What follows belongs to an exercise in optimizing a design on an open flow for small area, a short achievable clock period and few clock cycles per item; a production flow would make more cautious choices. Where RTL was checked, it was by simulation tests only, not by an equivalence proof against the original. Power and IR drop assume default switching activity.

==> flow/design.v (excerpt) <==
module greedy_word_wrap_stream #(
  parameter int DEPTH = 61,
  parameter int QD    = 3
) (
  input  logic       clk,
  input  logic       rst,
  input  logic       cfg_write,
  input  logic [5:0] cfg_data,
  input  logic       push,
  output logic       full,
  input  logic [7:0] byte_value,
  input  logic       end_of_text,
  output logic       empty,
  input  logic       pop,
  output logic [7:0] out_byte,
  output logic       last_of_run,
  output logic       text_done,
  output logic       overlong_flag
);
==> flow/config.mk <==
export PLATFORM = sky130hd
export DESIGN_NAME = greedy_word_wrap_stream
export DESIGN_NICKNAME = greedy_word_wrap_stream
export VERILOG_FILES = /design/flow/design.v
export SDC_FILE = /design/flow/constraint.sdc
export NUM_CORES = 4
export LEC_CHECK = 0
export CAP_MARGIN = 20
export CORE_MARGIN = 2
export CORE_UTILIZATION = 40
export SETUP_SLACK_MARGIN = 3.5
export SLEW_MARGIN = 20
==> flow/constraint.sdc <==
create_clock -name core_clock -period 6.0 [get_ports {clk}]
set_input_delay 1.2000 -clock core_clock [delete_from_list [all_inputs] [get_ports {clk}]]
set_output_delay 1.2000 -clock core_clock [all_outputs]
set_load 0.01 [all_outputs]
run.sh (not shown) runs the stock make flow with config.mk's settings and CLKGATE_MAP_FILE= SYNTH_SCRIPT=/design/flow/synth_recipe.tcl, a recipe that flattens the netlist after the stock synthesis.
Then changed:
--- a/flow/design.v
+++ b/flow/design.v
@@ -23,21 +23,24 @@
   output logic       last_of_run,
   output logic       text_done,
   output logic       overlong_flag
 );
   localparam int AW = $clog2(DEPTH);
   localparam int QW = $clog2(QD + 1);
   logic [5:0] wreg;
+  logic       cfg_d;
   logic [5:0] cfg_w;
   assign cfg_w = (cfg_data == 6'd63) ? 6'd62 : cfg_data;
   always_ff @(posedge clk) begin
     if (rst) begin
-      wreg <= 6'd62;
-    end else if (cfg_write) begin
-      wreg <= cfg_w;
+      wreg  <= 6'd62;
+      cfg_d <= 1'b0;
+    end else begin
+      cfg_d <= cfg_write;
+      if (cfg_write) wreg <= cfg_w;
     end
   end
   logic       v0, v1;
   logic [7:0] b0, b1;
   logic       e0, e1;
   logic       k0, k1;    
   logic       n0, n1;    
@@ -151,17 +154,17 @@
       slack     <= 8'd61;
       lnz       <= 1'b0;
       in_word   <= 1'b0;
       streaming <= 1'b0;
       prev_nl   <= 1'b0;
       para      <= 1'b0;
     end else begin
-      if (cfg_write) begin
-        wleft <= cfg_w;
-        slack <= {2'b00, cfg_w} - 8'd1;
+      if (cfg_d) begin
+        wleft <= wreg;
+        slack <= w_m1;
       end
       if (proc) begin
       if (e0) begin
         word_len  <= 6'd0;
         wleft     <= wreg;
         slack     <= w_m1;
         lnz       <= 1'b0;
@@ -211,15 +214,17 @@
   logic          fetch;
   logic          consume;
   logic [1:0]    pc;
   logic [7:0]    rdat;
   assign we     = proc && wbyte;
   assign f_room = !((wp == rp) && (ww != rw));
   assign f_ne   = !((wp == rp) && (ww == rw));
-  assign fetch  = f_ne && !pc[1];
+  logic          rd_v;
+  logic [7:0]    rd_r;
+  assign fetch  = f_ne && ((pc == 2'd0) || (pc == 2'd1 && !rd_v) || consume);
   assign rdat   = mem[rp];
   always_ff @(posedge clk) begin
     if (f_room) mem[wp] <= b0;
   end
   always_ff @(posedge clk) begin
     if (rst) begin
       wp <= '0;
@@ -240,31 +245,34 @@
         if (rp == AW'(DEPTH - 1)) begin
           rp <= '0;
           rw <= !rw;
         end else begin
           rp <= rp + 1'b1;
         end
       end
-      if (fetch && !consume) pc <= pc + 2'd1;
-      else if (consume && !fetch) pc <= pc - 2'd1;
+      if (rd_v && !consume) pc <= pc + 2'd1;
+      else if (consume && !rd_v) pc <= pc - 2'd1;
     end
   end
   logic [7:0] pfe [0:1];
   logic       pf_w, pf_r;
   logic [7:0] pf_head;
   assign pf_head = pfe[pf_r];
   always_ff @(posedge clk) begin
-    if (fetch) pfe[pf_w] <= rdat;
+    rd_r <= rdat;
+    if (rd_v) pfe[pf_w] <= rd_r;
   end
   always_ff @(posedge clk) begin
     if (rst) begin
       pf_w <= 1'b0;
       pf_r <= 1'b0;
+      rd_v <= 1'b0;
     end else begin
-      if (fetch) pf_w <= !pf_w;
+      rd_v <= fetch;
+      if (rd_v) pf_w <= !pf_w;
       if (consume) pf_r <= !pf_r;
     end
   end
   localparam int CW = 11;
   localparam int PW = (QD > 1) ? $clog2(QD) : 1;
   logic [CW-1:0] cq [0:QD-1];
   logic [CW-1:0] cmd_r;
=> Clock power hardly moves. Power grows by 5.6%. Clock-buffer cell count grows by 3. Sequential share of layout area went down by 0.36 points. Non-clock buffer count went down by 2. Area after synthesis climbs by 2.1%. Cell area increases by 1.0%. Clock skew is higher by 0.0033 ns. Via count grows by 3.4%. Cell count rises by 1.8%. Global-route usage increases by 0.20 points. Setup slack is better by 0.12 ns. Flip-flop and latch count grows by 4.
Function was not checked in any run of this note: the RTL went through the layout flow alone.

* * *

== trial 51 ==
Another version of the RTL of greedy_word_wrap_stream (not shown whole).
Size in the first run: roughly 1800 cells after synthesis, about 710 flip-flops, ~33 I/O pins, about 29000 um2 of cells after synthesis.
clock: 6.0 ns
lec_check: 0
cap_margin: 20
core_margin: 2
core_utilization: 40
cts_buf_list: sky130_fd_sc_hd__clkbuf_16
cts_cluster_diameter: 100
cts_cluster_size: 20
setup_slack_margin: 3.5
slew_margin: 20
Testbench counts of trial 51, summed over its fixed seeds: cycles 25,442, items 23,625.
#### Input delta (build 83 over trial 51)
--- a/flow/design.v
+++ b/flow/design.v
@@ -314,20 +314,22 @@
   logic       r_strm;
   logic       r_ovl;
   logic       k_pr, k_by, k_dn, k_last;
   logic       act, e_st, emit, last, pend, pf_ok, o_ready;
   logic [7:0] e_byte;
   logic       s_inc, s_dec;
   logic [AW:0] s_cnt;
   logic       s_dec_r;
   logic       s_c1, s_c2, s_c3, s_one, s_two;
-  logic       s_c0;
-  assign s_z   = s_c0 || (s_c1 && s_dec_r);
+  assign s_c1  = (s_cnt == (AW+1)'(1));
+  assign s_c2  = (s_cnt == (AW+1)'(2));
+  assign s_c3  = (s_cnt > (AW+1)'(2));
+  assign s_z   = (s_cnt == '0) || (s_c1 && s_dec_r);
   assign s_one = (s_c1 && !s_dec_r) || (s_c2 && s_dec_r);
   assign s_two = s_c3 || (s_c2 && !s_dec_r);
   assign pf_ok = (pc != 2'd0);
   assign act   = k_pr || k_by || k_dn;
   assign e_st  = !act && r_strm && !t_q && !s_z;
   assign emit  = o_ready && (k_pr || k_dn || ((k_by || e_st) && pf_ok));
   assign consume = emit && (k_by || e_st);
   assign last  = k_last || e_st;
   assign s_inc = s_inc_r;
@@ -402,40 +404,25 @@
         k_dn   <= 1'b0;
         k_last <= 1'b0;
       end
     end
   end
   always_ff @(posedge clk) begin
     if (rst) begin
       s_cnt   <= '0;
       s_dec_r <= 1'b0;
-      s_c0    <= 1'b1;
-      s_c1    <= 1'b0;
-      s_c2    <= 1'b0;
-      s_c3    <= 1'b0;
       t_q     <= 1'b0;
       s_inc_r <= 1'b0;
     end else begin
       s_inc_r <= proc && wbyte && streaming;
       s_dec_r <= s_dec;
-      if (s_inc && !s_dec_r) begin
-        s_cnt <= s_cnt + 1'b1;
-        s_c0  <= 1'b0;
-        s_c1  <= s_c0;
-        s_c2  <= s_c1;
-        s_c3  <= s_c2 || s_c3;
-      end else if (s_dec_r && !s_inc) begin
-        s_cnt <= s_cnt - 1'b1;
-        s_c0  <= s_c1;
-        s_c1  <= s_c2;
-        s_c2  <= (s_cnt == (AW+1)'(3));
-        s_c3  <= (s_cnt > (AW+1)'(3));
-      end
+      if (s_inc && !s_dec_r) s_cnt <= s_cnt + 1'b1;
+      else if (s_dec_r && !s_inc) s_cnt <= s_cnt - 1'b1;
       if (proc && c_strm) begin
         t_q <= 1'b1;
       end else if (q_pop && q_head[0]) begin
         t_q <= 1'b0;
       end
     end
   end
   always_ff @(posedge clk) begin
     if (rst) begin
[summary]
- Post-synthesis to final-layout area growth was higher in build 83 than in trial 51.
- Build 83 vs. trial 51: signal arrival time at the worst endpoint has increased, global-route track usage on met3 closely matched the old numbers, multi-input logic cell count down 7, sequential share of layout area lost 0.40 points.
- Re number of rows in the core area: build 83 and trial 51 aren't equal, and the lower value belongs to build 83.
Testbench counts of build 83, summed over its fixed seeds: cycles 25,442, items 23,625.

* * *

== job 5740 ==
greedy_word_wrap_stream, a different RTL version from the one above (not shown whole).
Size: roughly 710 flip-flops.
export LEC_CHECK = 0
export CAP_MARGIN = 20
export CORE_MARGIN = 2
export CORE_UTILIZATION = 40
export CTS_BUF_LIST = sky130_fd_sc_hd__clkbuf_16
export CTS_CLUSTER_DIAMETER = 100
export CTS_CLUSTER_SIZE = 20
export SETUP_SLACK_MARGIN = 3.5
export SLEW_MARGIN = 20
create_clock -name core_clock -period 6.0 [get_ports {clk}]
Testbench counts of job 5740, summed over its fixed seeds: cycles 25,442, items 23,625.
--- input diff job 5740..job 4764 ---
diff --git a/flow/design.v b/flow/design.v
--- a/flow/design.v
+++ b/flow/design.v
@@ -139,21 +139,21 @@
   end
   assign c_strm = wbyte && trig;
   localparam int PW = $clog2(QD);
   logic [PW:0]   q_wp, q_rp;
   logic [QD-1:0] q_occ;    
   logic          cv_r;
   logic          q_room, f_room;
   assign q_room = !q_occ[QD-1];
   logic          t_q;
   logic          s_inc_r;
-  logic          s_z;
+  logic          s_z, s_1;
   assign proc   = v0 && (!c_valid || q_room) && (!wbyte || f_room)
                 && (!c_strm || (!t_q && s_z && !s_inc_r));
   always_ff @(posedge clk) begin
     if (rst) begin
       word_len  <= 6'd0;
       wleft     <= 6'd62;
       wz        <= 1'b0;
       slack     <= 8'd61;
       lnz       <= 1'b0;
       in_word   <= 1'b0;
@@ -216,44 +216,37 @@
   logic [7:0]    mem [0:DEPTH-1];
   logic [AW-1:0] wp, rp;
   logic          ww, rw;
   logic          we;
   logic          f_ne;
   logic          fetch;
   logic          consume;
   logic [1:0]    pc;
   logic [7:0]    rdat;
   assign we     = proc && wbyte;
-  logic          f_full, f_af;
-  logic [AW-1:0] wp_p1;
-  assign wp_p1  = (wp == AW'(DEPTH - 1)) ? '0 : wp + 1'b1;
-  assign f_af   = (wp_p1 == rp) && ((wp == AW'(DEPTH - 1)) ? (ww == rw) : (ww != rw));
-  assign f_room = !f_full;
+  assign f_room = !((wp == rp) && (ww != rw));
   assign f_ne   = !((wp == rp) && (ww == rw));
   logic          rd_v;
   logic [7:0]    rd_r;
   assign fetch  = f_ne && ((pc == 2'd0) || (pc == 2'd1 && !rd_v) || consume);
   assign rdat   = mem[rp];
   always_ff @(posedge clk) begin
     if (f_room) mem[wp] <= b0;
   end
   always_ff @(posedge clk) begin
     if (rst) begin
       wp <= '0;
       rp <= '0;
       ww <= 1'b0;
       rw <= 1'b0;
-      f_full <= 1'b0;
       pc <= 2'd0;
     end else begin
-      if (we && !fetch) f_full <= f_af;
-      else if (fetch && !we) f_full <= 1'b0;
       if (we) begin
         if (wp == AW'(DEPTH - 1)) begin
           wp <= '0;
           ww <= !ww;
         end else begin
           wp <= wp + 1'b1;
         end
       end
       if (fetch) begin
         if (rp == AW'(DEPTH - 1)) begin
@@ -317,37 +310,33 @@
   logic       r_psp;
   logic [5:0] r_len;
   logic       r_l1;
   logic       r_done;
   logic       r_strm;
   logic       r_ovl;
   logic       k_pr, k_by, k_dn, k_last;
   logic       act, e_st, emit, last, pend, pf_ok, o_ready;
   logic [7:0] e_byte;
   logic       s_inc, s_dec;
-  logic [AW:0] s_cnt;
-  logic       s_dec_r;
-  logic       s_c1, s_c2, s_c3, s_one, s_two;
-  logic       s_c0;
-  assign s_z   = s_c0 || (s_c1 && s_dec_r);
-  assign s_one = (s_c1 && !s_dec_r) || (s_c2 && s_dec_r);
-  assign s_two = s_c3 || (s_c2 && !s_dec_r);
+  logic [AW:0] s_wr, s_rd, s_rd1;
+  assign s_z   = (s_wr == s_rd);
+  assign s_1   = (s_wr == s_rd1);
   assign pf_ok = (pc != 2'd0);
   assign act   = k_pr || k_by || k_dn;
   assign e_st  = !act && r_strm && !t_q && !s_z;
   assign emit  = o_ready && (k_pr || k_dn || ((k_by || e_st) && pf_ok));
   assign consume = emit && (k_by || e_st);
   assign last  = k_last || e_st;
   assign s_inc = s_inc_r;
   assign s_dec = emit && e_st;
   assign pend  = (act && !(emit && k_last))
-              || (r_strm && !t_q && (s_two || (s_one && !s_dec)));
+              || (r_strm && !t_q && !s_z && !(s_1 && s_dec));
   assign q_pop = (q_wp != q_rp) && !pend;
   assign e_byte = (k_by || e_st) ? pf_head : ((k_pr && r_psp) ? CH_SP : CH_NL);
   logic [1:0] h_pre;
   logic [5:0] h_len;
   logic       h_done, h_lz, h_l1;
   logic       h_pr, h_by, h_dn, h_last;
   assign h_pre  = (q_head[9:8] == 2'd3) ? 2'd2 : {1'b0, q_head[9:8] != 2'd0};
   assign h_len  = q_head[7:2];
   assign h_done = q_head[1];
   assign h_lz   = (h_len == 6'd0);
@@ -406,43 +395,31 @@
       end
       if (k_dn) begin
         r_done <= 1'b0;
         k_dn   <= 1'b0;
         k_last <= 1'b0;
       end
     end
   end
   always_ff @(posedge clk) begin
     if (rst) begin
-      s_cnt   <= '0;
-      s_dec_r <= 1'b0;
-      s_c0    <= 1'b1;
-      s_c1    <= 1'b0;
-      s_c2    <= 1'b0;
-      s_c3    <= 1'b0;
+      s_wr    <= '0;
+      s_rd    <= '0;
+      s_rd1   <= (AW+1)'(1);
       t_q     <= 1'b0;
       s_inc_r <= 1'b0;
     end else begin
       s_inc_r <= proc && wbyte && streaming;
-      s_dec_r <= s_dec;
-      if (s_inc && !s_dec_r) begin
-        s_cnt <= s_cnt + 1'b1;
-        s_c0  <= 1'b0;
-        s_c1  <= s_c0;
-        s_c2  <= s_c1;
-        s_c3  <= s_c2 || s_c3;
-      end else if (s_dec_r && !s_inc) begin
-        s_cnt <= s_cnt - 1'b1;
-        s_c0  <= s_c1;
-        s_c1  <= s_c2;
-        s_c2  <= (s_cnt == (AW+1)'(3));
-        s_c3  <= (s_cnt > (AW+1)'(3));
+      if (s_inc) s_wr <= s_wr + 1'b1;
+      if (s_dec) begin
+        s_rd  <= s_rd1;
+        s_rd1 <= s_rd1 + 1'b1;
       end
       if (proc && c_strm) begin
         t_q <= 1'b1;
       end else if (q_pop && q_head[0]) begin
         t_q <= 1'b0;
       end
     end
   end
   always_ff @(posedge clk) begin
     if (rst) begin
Results
Re sequential power: job 4764 and job 5740 aren't equal, and the higher value belongs to job 4764. The fraction of the mapped netlist area in simple logic gates of job 5740 and that of job 4764 are within noise of each other. Growth of design area from synthesis to finish was lower in the run labelled job 5740. Delta (job 4764 minus job 5740): fraction of layout instances using a drive strength above 1 increased 2.2 points; final area now sits higher; post-synth net total saw a decrease; remaining max-slew budget at the tightest pin has decreased; multi-input logic portion of the cell area stayed essentially flat. Combined area of the multi-input logic cells (higher): job 4764. Job 4764 ended up with met5 as its uppermost signal routing layer after detailed routing; job 5740 ended up with met4.
Testbench counts of job 4764, summed over its fixed seeds: cycles 25,442, items 23,625.

[re-timing with driven ports]
How much do the figures lean on ideal ports? The routed layouts below were timed once more, with nothing changed but the port constraints.
Step 1 sets driving cells, clkbuf_16 on the clock port and buf_2 on the other inputs (assumed; they add their load-dependent delay and slew).
Step 2 times the ports against the registers' clock, not the clock port: input delays grow and output delays shrink by t, the midpoint of the rising clock arrivals with the driver on.
a / b / c = ideal ports / drivers / drivers and shift; a / b = the first two.
run	t (ns)	setup WS [ns]	hold WS [ns]	latest minus earliest clock arrival (ns)	worst register clock-pin slew, ns
the first run of note 1	0.673	3.344 / 3.344 / 2.974	0.455 / 0.455 / 0.455	0.039 / 0.039	0.06 / 0.06
the second run of note 1	0.669	3.467 / 3.467 / 2.983	0.455 / 0.455 / 0.455	0.038 / 0.038	0.06 / 0.06
trial 51	0.649	3.515 / 3.495 / 3.142	0.456 / 0.456 / 0.456	0.028 / 0.028	0.10 / 0.10
build 83	0.645	3.370 / 3.370 / 3.111	0.430 / 0.430 / 0.430	0.028 / 0.028	0.09 / 0.09
job 5740	0.665	3.419 / 3.419 / 3.124	0.449 / 0.449 / 0.449	0.041 / 0.041	0.09 / 0.09
job 4764	0.644	3.514 / 3.512 / 3.218	0.466 / 0.466 / 0.466	0.036 / 0.036	0.09 / 0.09
After both steps every run listed still meets setup and hold. The setup slack of the second run of note 1, which loses most, moves by 0.000 ns with the drivers and by -0.484 ns with both steps.
